What follows belongs to an exercise in optimizing a design on an open flow for small area; a production flow would make more cautious choices.
In this exercise RTL edits were held to simulation tests only and were not proved equivalent to the original.
Power is estimated from default activity; no workload was simulated.

==> design.v <==
package regbank_pkg;
    localparam int MAX_PAIRS  = 16;
    localparam int REG_IDX_W  = $clog2(MAX_PAIRS) + 1;   
    localparam int ADDR_LSB   = 2;
    localparam int ADDR_WIDTH = REG_IDX_W + ADDR_LSB;
    localparam int DATA_WIDTH = 32;
    localparam int STRB_WIDTH = DATA_WIDTH / 8;
    typedef logic [ADDR_WIDTH-1:0] addr_t;
    typedef logic [DATA_WIDTH-1:0] data_t;
    typedef logic [STRB_WIDTH-1:0] strb_t;
    typedef logic [1:0]            resp_t;
    localparam resp_t RESP_OKAY = 2'b00;
    typedef enum logic {
        KIND_STATUS = 1'b0,
        KIND_CTRL   = 1'b1
    } reg_kind_e;
    typedef struct packed {
        logic [REG_IDX_W-2:0] pair;
        reg_kind_e            kind;
    } reg_fields_t;
    typedef union packed {
        logic [REG_IDX_W-1:0] raw;
        reg_fields_t          fld;
    } reg_idx_u;
endpackage
module axi_write_decode (
    input  logic                  s_axi_aclk,
    input  logic                  s_axi_aresetn,
    input  regbank_pkg::addr_t    awaddr,
    input  logic                  awvalid,
    output logic                  awready,
    input  regbank_pkg::data_t    wdata,
    input  regbank_pkg::strb_t    wstrb,
    input  logic                  wvalid,
    output logic                  wready,
    output logic                  bvalid,
    input  logic                  bready,
    output logic                  wr_en,
    output regbank_pkg::reg_idx_u wr_idx,
    output regbank_pkg::data_t    wr_data,
    output regbank_pkg::strb_t    wr_strb
);
    regbank_pkg::addr_t aw_buf;
    regbank_pkg::data_t w_buf_data;
    regbank_pkg::strb_t w_buf_strb;
    regbank_pkg::addr_t waddr;
    logic aw_pending;
    logic w_pending;
    logic b_stall;
    assign aw_pending = awvalid || !awready;
    assign w_pending  = wvalid || !wready;
    assign b_stall    = bvalid && !bready;
    assign wr_en = aw_pending && w_pending && !b_stall;
    always_ff @(posedge s_axi_aclk)
    begin
        if (!s_axi_aresetn)
            awready <= 1'b1;
        else if (b_stall)
            awready <= !aw_pending;   
        else if (w_pending)
            awready <= 1'b1;
        else
            awready <= awready && !awvalid;
    end
    always_ff @(posedge s_axi_aclk)
    begin
        if (!s_axi_aresetn)
            wready <= 1'b1;
        else if (b_stall)
            wready <= !w_pending;
        else if (aw_pending)
            wready <= 1'b1;
        else
            wready <= wready && !wvalid;
    end
    always_ff @(posedge s_axi_aclk)
    begin
        if (awready)
            aw_buf <= awaddr;
    end
    always_ff @(posedge s_axi_aclk)
    begin
        if (wready)
        begin
            w_buf_data <= wdata;
            w_buf_strb <= wstrb;
        end
    end
    assign waddr   = awready ? awaddr : aw_buf;
    assign wr_idx  = waddr[regbank_pkg::ADDR_WIDTH-1:regbank_pkg::ADDR_LSB];
    assign wr_data = wready ? wdata : w_buf_data;
    assign wr_strb = wready ? wstrb : w_buf_strb;
    always_ff @(posedge s_axi_aclk)
    begin
        if (!s_axi_aresetn)
            bvalid <= 1'b0;
        else if (wr_en)
            bvalid <= 1'b1;
        else if (bready)
            bvalid <= 1'b0;
    end
endmodule
module status_sync #(
    parameter int NUM_PAIRS   = 8,
    parameter int SYNC_STAGES = 2
) (
    input  logic               s_axi_aclk,
    input  logic               s_axi_aresetn,
    input  regbank_pkg::data_t [NUM_PAIRS-1:0] status_in,
    output regbank_pkg::data_t [NUM_PAIRS-1:0] status_q
);
    (* ASYNC_REG = "TRUE" *) regbank_pkg::data_t [NUM_PAIRS-1:0][SYNC_STAGES-1:0] sync_q;
    always_ff @(posedge s_axi_aclk)
    begin
        if (!s_axi_aresetn)
        begin
            for (int p = 0; p < NUM_PAIRS; p++)
                for (int s = 0; s < SYNC_STAGES; s++)
                    sync_q[p][s] <= '0;
        end
        else
        begin
            for (int p = 0; p < NUM_PAIRS; p++)
            begin
                sync_q[p][0] <= status_in[p];   
                for (int s = 1; s < SYNC_STAGES; s++)
                    sync_q[p][s] <= sync_q[p][s-1];
            end
        end
    end
    always_comb
    begin
        for (int p = 0; p < NUM_PAIRS; p++)
            status_q[p] = sync_q[p][SYNC_STAGES-1];
    end
endmodule
module reg_file #(
    parameter int NUM_PAIRS   = 8,
    parameter int SYNC_STAGES = 2
) (
    input  logic                  s_axi_aclk,
    input  logic                  s_axi_aresetn,
    input  logic                  wr_en,
    input  regbank_pkg::reg_idx_u wr_idx,
    input  regbank_pkg::data_t    wr_data,
    input  regbank_pkg::strb_t    wr_strb,
    input  regbank_pkg::reg_idx_u rd_idx,
    output regbank_pkg::data_t    rd_word,
    input  regbank_pkg::data_t [NUM_PAIRS-1:0] status_in,
    output regbank_pkg::data_t [NUM_PAIRS-1:0] ctrl_out
);
    regbank_pkg::data_t [NUM_PAIRS-1:0] ctrl_q;
    regbank_pkg::data_t [NUM_PAIRS-1:0] sync_out;
    regbank_pkg::data_t [NUM_PAIRS-1:0] status_r;
    logic wr_ctrl;
    logic rd_in_range;
    status_sync #(
        .NUM_PAIRS   (NUM_PAIRS),
        .SYNC_STAGES (SYNC_STAGES)
    ) u_status_sync (
        .s_axi_aclk    (s_axi_aclk),
        .s_axi_aresetn (s_axi_aresetn),
        .status_in     (status_in),
        .status_q      (sync_out)
    );
    assign wr_ctrl = wr_en && (wr_idx.fld.kind == regbank_pkg::KIND_CTRL)
                     && (int'(wr_idx.fld.pair) < NUM_PAIRS);
    always_ff @(posedge s_axi_aclk)
    begin
        if (!s_axi_aresetn)
        begin
            for (int p = 0; p < NUM_PAIRS; p++)
            begin
                ctrl_q[p]   <= '0;
                status_r[p] <= '0;
            end
        end
        else
        begin
            for (int p = 0; p < NUM_PAIRS; p++)
            begin
                status_r[p] <= sync_out[p];
                if (wr_ctrl && int'(wr_idx.fld.pair) == p)
                begin
                    for (int b = 0; b < regbank_pkg::STRB_WIDTH; b++)
                    begin
                        if (wr_strb[b])
                            ctrl_q[p][8*b +: 8] <= wr_data[8*b +: 8];
                    end
                end
            end
        end
    end
    assign ctrl_out = ctrl_q;
    assign rd_in_range = int'(rd_idx.raw) < 2 * NUM_PAIRS;
    always_comb
    begin
        rd_word = '0;
        if (rd_in_range)
        begin
            for (int p = 0; p < NUM_PAIRS; p++)
            begin
                if (int'(rd_idx.fld.pair) == p)
                begin
                    if (rd_idx.fld.kind == regbank_pkg::KIND_CTRL)
                        rd_word = ctrl_q[p];
                    else
                        rd_word = status_r[p];
                end
            end
        end
    end
endmodule
module axi_read_result (
    input  logic                  s_axi_aclk,
    input  logic                  s_axi_aresetn,
    input  regbank_pkg::addr_t    araddr,
    input  logic                  arvalid,
    output logic                  arready,
    output logic                  rvalid,
    input  logic                  rready,
    output regbank_pkg::data_t    rdata,
    output regbank_pkg::reg_idx_u rd_idx,
    input  regbank_pkg::data_t    rd_word
);
    regbank_pkg::addr_t ar_buf;
    regbank_pkg::addr_t raddr;
    logic rd_pending;
    logic r_stall;
    assign rd_pending = arvalid || !arready;   
    assign r_stall    = rvalid && !rready;
    always_ff @(posedge s_axi_aclk)
    begin
        if (!s_axi_aresetn)
            rvalid <= 1'b0;
        else if (r_stall)
            rvalid <= 1'b1;
        else
            rvalid <= rd_pending;
    end
    always_ff @(posedge s_axi_aclk)
    begin
        if (!s_axi_aresetn)
            arready <= 1'b1;
        else if (r_stall)
            arready <= !rd_pending;
        else
            arready <= 1'b1;
    end
    always_ff @(posedge s_axi_aclk)
    begin
        if (arready)
            ar_buf <= araddr;
    end
    assign raddr  = arready ? araddr : ar_buf;
    assign rd_idx = raddr[regbank_pkg::ADDR_WIDTH-1:regbank_pkg::ADDR_LSB];
    always_ff @(posedge s_axi_aclk)
    begin
        if (!s_axi_aresetn)
            rdata <= '0;
        else if (!r_stall && rd_pending)
            rdata <= rd_word;
    end
endmodule
module regbank_top #(
    parameter int NUM_PAIRS   = 8,
    parameter int SYNC_STAGES = 2
) (
    input  logic               s_axi_aclk,
    input  logic               s_axi_aresetn,
    input  regbank_pkg::addr_t s_axi_awaddr,
    input  logic               s_axi_awvalid,
    output logic               s_axi_awready,
    input  regbank_pkg::data_t s_axi_wdata,
    input  regbank_pkg::strb_t s_axi_wstrb,
    input  logic               s_axi_wvalid,
    output logic               s_axi_wready,
    output regbank_pkg::resp_t s_axi_bresp,
    output logic               s_axi_bvalid,
    input  logic               s_axi_bready,
    input  regbank_pkg::addr_t s_axi_araddr,
    input  logic               s_axi_arvalid,
    output logic               s_axi_arready,
    output regbank_pkg::data_t s_axi_rdata,
    output regbank_pkg::resp_t s_axi_rresp,
    output logic               s_axi_rvalid,
    input  logic               s_axi_rready,
    input  logic [NUM_PAIRS*regbank_pkg::DATA_WIDTH-1:0] status_in,   
    output logic [NUM_PAIRS*regbank_pkg::DATA_WIDTH-1:0] ctrl_out
);
    logic                  wr_en;
    regbank_pkg::reg_idx_u wr_idx;
    regbank_pkg::data_t    wr_data;
    regbank_pkg::strb_t    wr_strb;
    regbank_pkg::reg_idx_u rd_idx;
    regbank_pkg::data_t    rd_word;
    assign s_axi_bresp = regbank_pkg::RESP_OKAY;
    assign s_axi_rresp = regbank_pkg::RESP_OKAY;
    axi_write_decode u_write (
        .s_axi_aclk    (s_axi_aclk),
        .s_axi_aresetn (s_axi_aresetn),
        .awaddr        (s_axi_awaddr),
        .awvalid       (s_axi_awvalid),
        .awready       (s_axi_awready),
        .wdata         (s_axi_wdata),
        .wstrb         (s_axi_wstrb),
        .wvalid        (s_axi_wvalid),
        .wready        (s_axi_wready),
        .bvalid        (s_axi_bvalid),
        .bready        (s_axi_bready),
        .wr_en         (wr_en),
        .wr_idx        (wr_idx),
        .wr_data       (wr_data),
        .wr_strb       (wr_strb)
    );
    reg_file #(
        .NUM_PAIRS   (NUM_PAIRS),
        .SYNC_STAGES (SYNC_STAGES)
    ) u_reg_file (
        .s_axi_aclk    (s_axi_aclk),
        .s_axi_aresetn (s_axi_aresetn),
        .wr_en         (wr_en),
        .wr_idx        (wr_idx),
        .wr_data       (wr_data),
        .wr_strb       (wr_strb),
        .rd_idx        (rd_idx),
        .rd_word       (rd_word),
        .status_in     (status_in),
        .ctrl_out      (ctrl_out)
    );
    axi_read_result u_read (
        .s_axi_aclk    (s_axi_aclk),
        .s_axi_aresetn (s_axi_aresetn),
        .araddr        (s_axi_araddr),
        .arvalid       (s_axi_arvalid),
        .arready       (s_axi_arready),
        .rvalid        (s_axi_rvalid),
        .rready        (s_axi_rready),
        .rdata         (s_axi_rdata),
        .rd_idx        (rd_idx),
        .rd_word       (rd_word)
    );
endmodule
==> run.sh <==
#!/bin/bash
# synth_recipe.tcl (not shown) runs the flow's synth.tcl, then flattens the netlist and writes it again
# the make line also repeats each setting of config.mk as NAME=value (left out here)
make -C /OpenROAD-flow-scripts/flow DESIGN_CONFIG=/design/flow/config.mk WORK_HOME=/design/flow/orfs CLKGATE_MAP_FILE= SYNTH_SCRIPT=/design/flow/synth_recipe.tcl finish
==> config.mk <==
export PLATFORM = sky130hd
export DESIGN_NAME = regbank_top
export DESIGN_NICKNAME = regbank_top
export VERILOG_FILES = /design/flow/design.v
export SDC_FILE = /design/flow/constraint.sdc
export NUM_CORES = 4
export LEC_CHECK = 0
export CAP_MARGIN = 20
export CORE_MARGIN = 2
export CORE_UTILIZATION = 40
export SLEW_MARGIN = 20
==> constraint.sdc <==
create_clock -name core_clock -period 5.0 [get_ports {s_axi_aclk}]
set_input_delay 1.0000 -clock core_clock [delete_from_list [all_inputs] [get_ports {s_axi_aclk}]]
set_output_delay 1.0000 -clock core_clock [all_outputs]
set_load 0.01 [all_outputs]
==> flow_summary.json <==
{
  "die_h_um": 307,
  "drive_above_1_share_pct": 9.24,
  "syn2layout_area_growth_pct": 29.8,
  "period_needed_ns": 3.70,
  "cts_root_buf": "clkbuf_16",
  "grt_pass1_vias": 25000,
  "row_count": 111,
  "clockBufferDepth": 3,
  "ios": 610,
  "grtUsageTotal_pct": 26.2,
  "slowest_stage": "a2111oi_0",
  "final_hold_viol_count": 0,
  "core-area_mm2": 0.0912,
  "gp_congestion": 0.917,
  "ff2ff_setup_slack_ns": 1.30,
  "r2r_end": "u_read.rdata[31]",
  "critPathMaxFanout": 21,
  "place_area_mm2": 0.0437,
  "dp_hpwl_mm": 93.0,
  "overflow": 0,
  "fin_nets": 4310,
  "synth_flop_cell": "dfxtp_1",
  "maxCapViolCount": 0,
  "drt_first_iter_violations": 1779,
  "die_x_um": 307,
  "path_buf_inv": 1,
  "slew-limit-headroom_pct": 17.5,
  "synth.distinct_cells": 46,
  "min_delay_path_depth": 1,
  "critPathRequiredTime_ns": 5.52,
  "grt_start_max_net_pins": 280,
  "fin_area_mm2": 0.0476,
  "fin_skew_ns": 0.0261,
  "clock_latency_ns": 0.70,
  "cts_resized": 0,
  "worstMarginPinSlew_ns": 1.21,
  "port_buffers": 601,
  "rsz0062_at_grt": "no",
  "holdWs_ns": 0.420,
  "peakVddDrop_uv": 272,
  "worstHoldStart": "u_reg_file.u_status_sync.sync_q[310]",
  "critPathLaunchType": "flip-flop",
  "cpPeakStageDelay_ns": 0.96,
  "r2r_cells": 7,
  "post-cts-setup-buffers": 0,
  "crit_type": "flip-flop to flip-flop",
  "ant_nets": 0,
  "power.leakage_nw": 17.7,
  "wire_per_inst_um": 23.9,
  "cts_tree": "done",
  "synth_area_per_cell_um2": 10.6,
  "synth_warnings": 4,
  "numCtsBuffers": 113,
  "antenna_found_initial": 29,
  "max_freq_ghz": 0.270,
  "final_cell_mix": "dfxtp_1, and2_1, clkdlybuf4s50_1",
  "ys_async_sr_fraction_pct": 0,
  "drt-total-wl_mm": 126,
  "syn_area_mm2": 0.0367,
  "pwr_density_cell_mw_per_mm2": 403,
  "drv_slew": 0,
  "min_to": "u_reg_file.status_r[150]",
  "clk_pin_slew_ns": 0.06,
  "start_util_pct": 40.2,
  "setup-tns-final_ns": 0,
  "grt_pass1_wl_mm": 178,
  "ys_seq_area_share_pct": 60.4,
  "status": "complete, no violations",
  "hold_path_class": "flip-flop to flip-flop",
  "synth-edff-count": 0,
  "route.vias.total": 26300,
  "die-area_mm2": 0.0942,
  "worstSetupEndpointType": "flip-flop",
  "crit_chain": "nand2b_1 -> o22ai_1 -> nand2_1 -> buf_4 -> a21oi_1 -> a2111oi_0 -> a211oi_1",
  "final_core_util_pct": 52.2,
  "nFillCells": 8304,
  "post_drt_via_cell_ratio": 4.97,
  "period_share_pct": 74.1,
  "clkSinkCount": 1107,
  "ys_seq_elements": 1107,
  "htreeDepth": 3,
  "setup_viol": 0,
  "drtPass1Iterations": 5,
  "rr_startpoint": "u_read.arready",
  "crit_family": "compound AO/OA/AOI/OAI gates",
  "p_total_mw": 19.2,
  "layout_commonest_cell": "dfxtp_1",
  "drc_errors": 0,
  "postCtsHoldBufs": 0,
  "arrival_ns": 4.22,
  "syn-instance-count": 3453
}
worst register-to-register path, delay by kind of cell (launching register included):
| family | cells | cell delay (ns) |
|---|---|---|
| AO/OA/AOI/OAI | 4 | 1.40 |
| AND/OR/NAND/NOR | 2 | 0.92 |
| flip-flops | 1 | 0.87 |
| buffers and inverters | 1 | 0.33 |
registers in the layout, summed over array words and instances (netlist names):
signal,count
u_read.arready,1
u_read.rdata,32
u_reg_file.status_r,256
u_write.wready,1
u_read.ar_buf,5
u_read.rvalid,1
u_write.awready,1
u_write.w_buf_strb,4
u_write.aw_buf,5
u_reg_file.u_status_sync.sync_q,512
u_write.bvalid,1
u_reg_file.ctrl_q,256
u_write.w_buf_data,32
how the worst max path moves through the flow:
stage                               start                to  slack (ns)  cells past startpoint
after detailed placement  s_axi_araddr[4]  u_read.rdata[23]        0.93                      9
after floorplan           s_axi_araddr[2]  u_read.rdata[10]        2.58                      7
after global placement    s_axi_araddr[4]  u_read.rdata[23]        0.91                      9
after CTS                  u_read.arready  u_read.rdata[23]        1.43                      8
final                      u_read.arready  u_read.rdata[31]        1.30                      7
after global routing       u_read.arready  u_read.rdata[23]        1.19                      8
power by group:
part	internal, mW	total (mW)	switching [mW]
Sequential	9.12	9.22	0.100
Combinational	0.531	1.20	0.670
Clock	5.20	8.75	3.55
Total	14.8	19.2	4.32
logic make-up after synthesis:
logic type      Yosys count  share of synthesized area [%]
buf+inv                 275                           3.68
flops                  1107                           60.4
compound gates          508                           9.92
mux                     129                           5.02
other cells               1                         0.0102
simple gates           1433                           21.0
synth_stat cells (26+ instances only):
library cell | number | area share, %
a31oi_1 | 54 | 0.92
inv_1 | 38 | 0.39
buf_2 | 26 | 0.35
dfxtp_1 | 1107 | 60
a211oi_1 | 277 | 5.7
clkbuf_1 | 150 | 1.5
buf_4 | 33 | 0.68
nor2_1 | 268 | 2.7
nor2_4 | 32 | 0.98
mux2i_1 | 77 | 2.1
a21oi_1 | 77 | 1.1
and2_1 | 769 | 13
mux4_2 | 42 | 2.6
nand3_1 | 38 | 0.52
nand2_1 | 288 | 2.9
routing by layer:
metal	wire, um	GRT usage [%]
met1	52500	32.5
met4	4600	10.4
met5	168	0
met2	59300	43.1
met3	9650	7.28
area by class of cell:
class	count	area (um2)	share of cell area [%]
Antenna cell	10	25.0	0.0526
Timing Repair Buffer	662	6570	13.8
Clock buffer	159	3280	6.90
Inverter	39	156	0.329
Tap cell	1186	1480	3.12
Sequential cell	1107	22200	46.6
Clock inverter	51	638	1.34
Multi-Input combinational cell	2074	13300	27.9
through the flow:
| step | setup slack (ns) | std cells |
|---|---|---|
| after floorplan | 2.58 | 3456 |
| after global placement | 0.906 | 5068 |
| after detailed placement | 0.935 | 5068 |
| after CTS | 1.43 | 5278 |
| after global routing | 1.19 | 5281 |
| final | 1.30 | 5288 |

-- afterwards: timing with drivers on the ports --
Ports are ideal in the flow. The routed layout listed here was re-timed in OpenROAD. Step 1 assumes that a clkbuf_16 drives the clock port and a buf_2 every other input. Step 2 times the ports against the registers' clock, not the clock port: input delays grow and output delays shrink by t, the midpoint of the rising clock arrivals with the driver on. Slacks: ideal ports / drivers / drivers and shift; pairs: ideal ports / drivers.
shift t [ns]: 0.752
slack for setup (ns): 1.297 / 1.297 / 0.752
worst register clock-pin slew, ns: 0.06 / 0.06
After both steps this run still meets setup and hold. For this run, drivers alone change the setup slack by 0.000 ns; drivers and shift together by -0.545 ns.
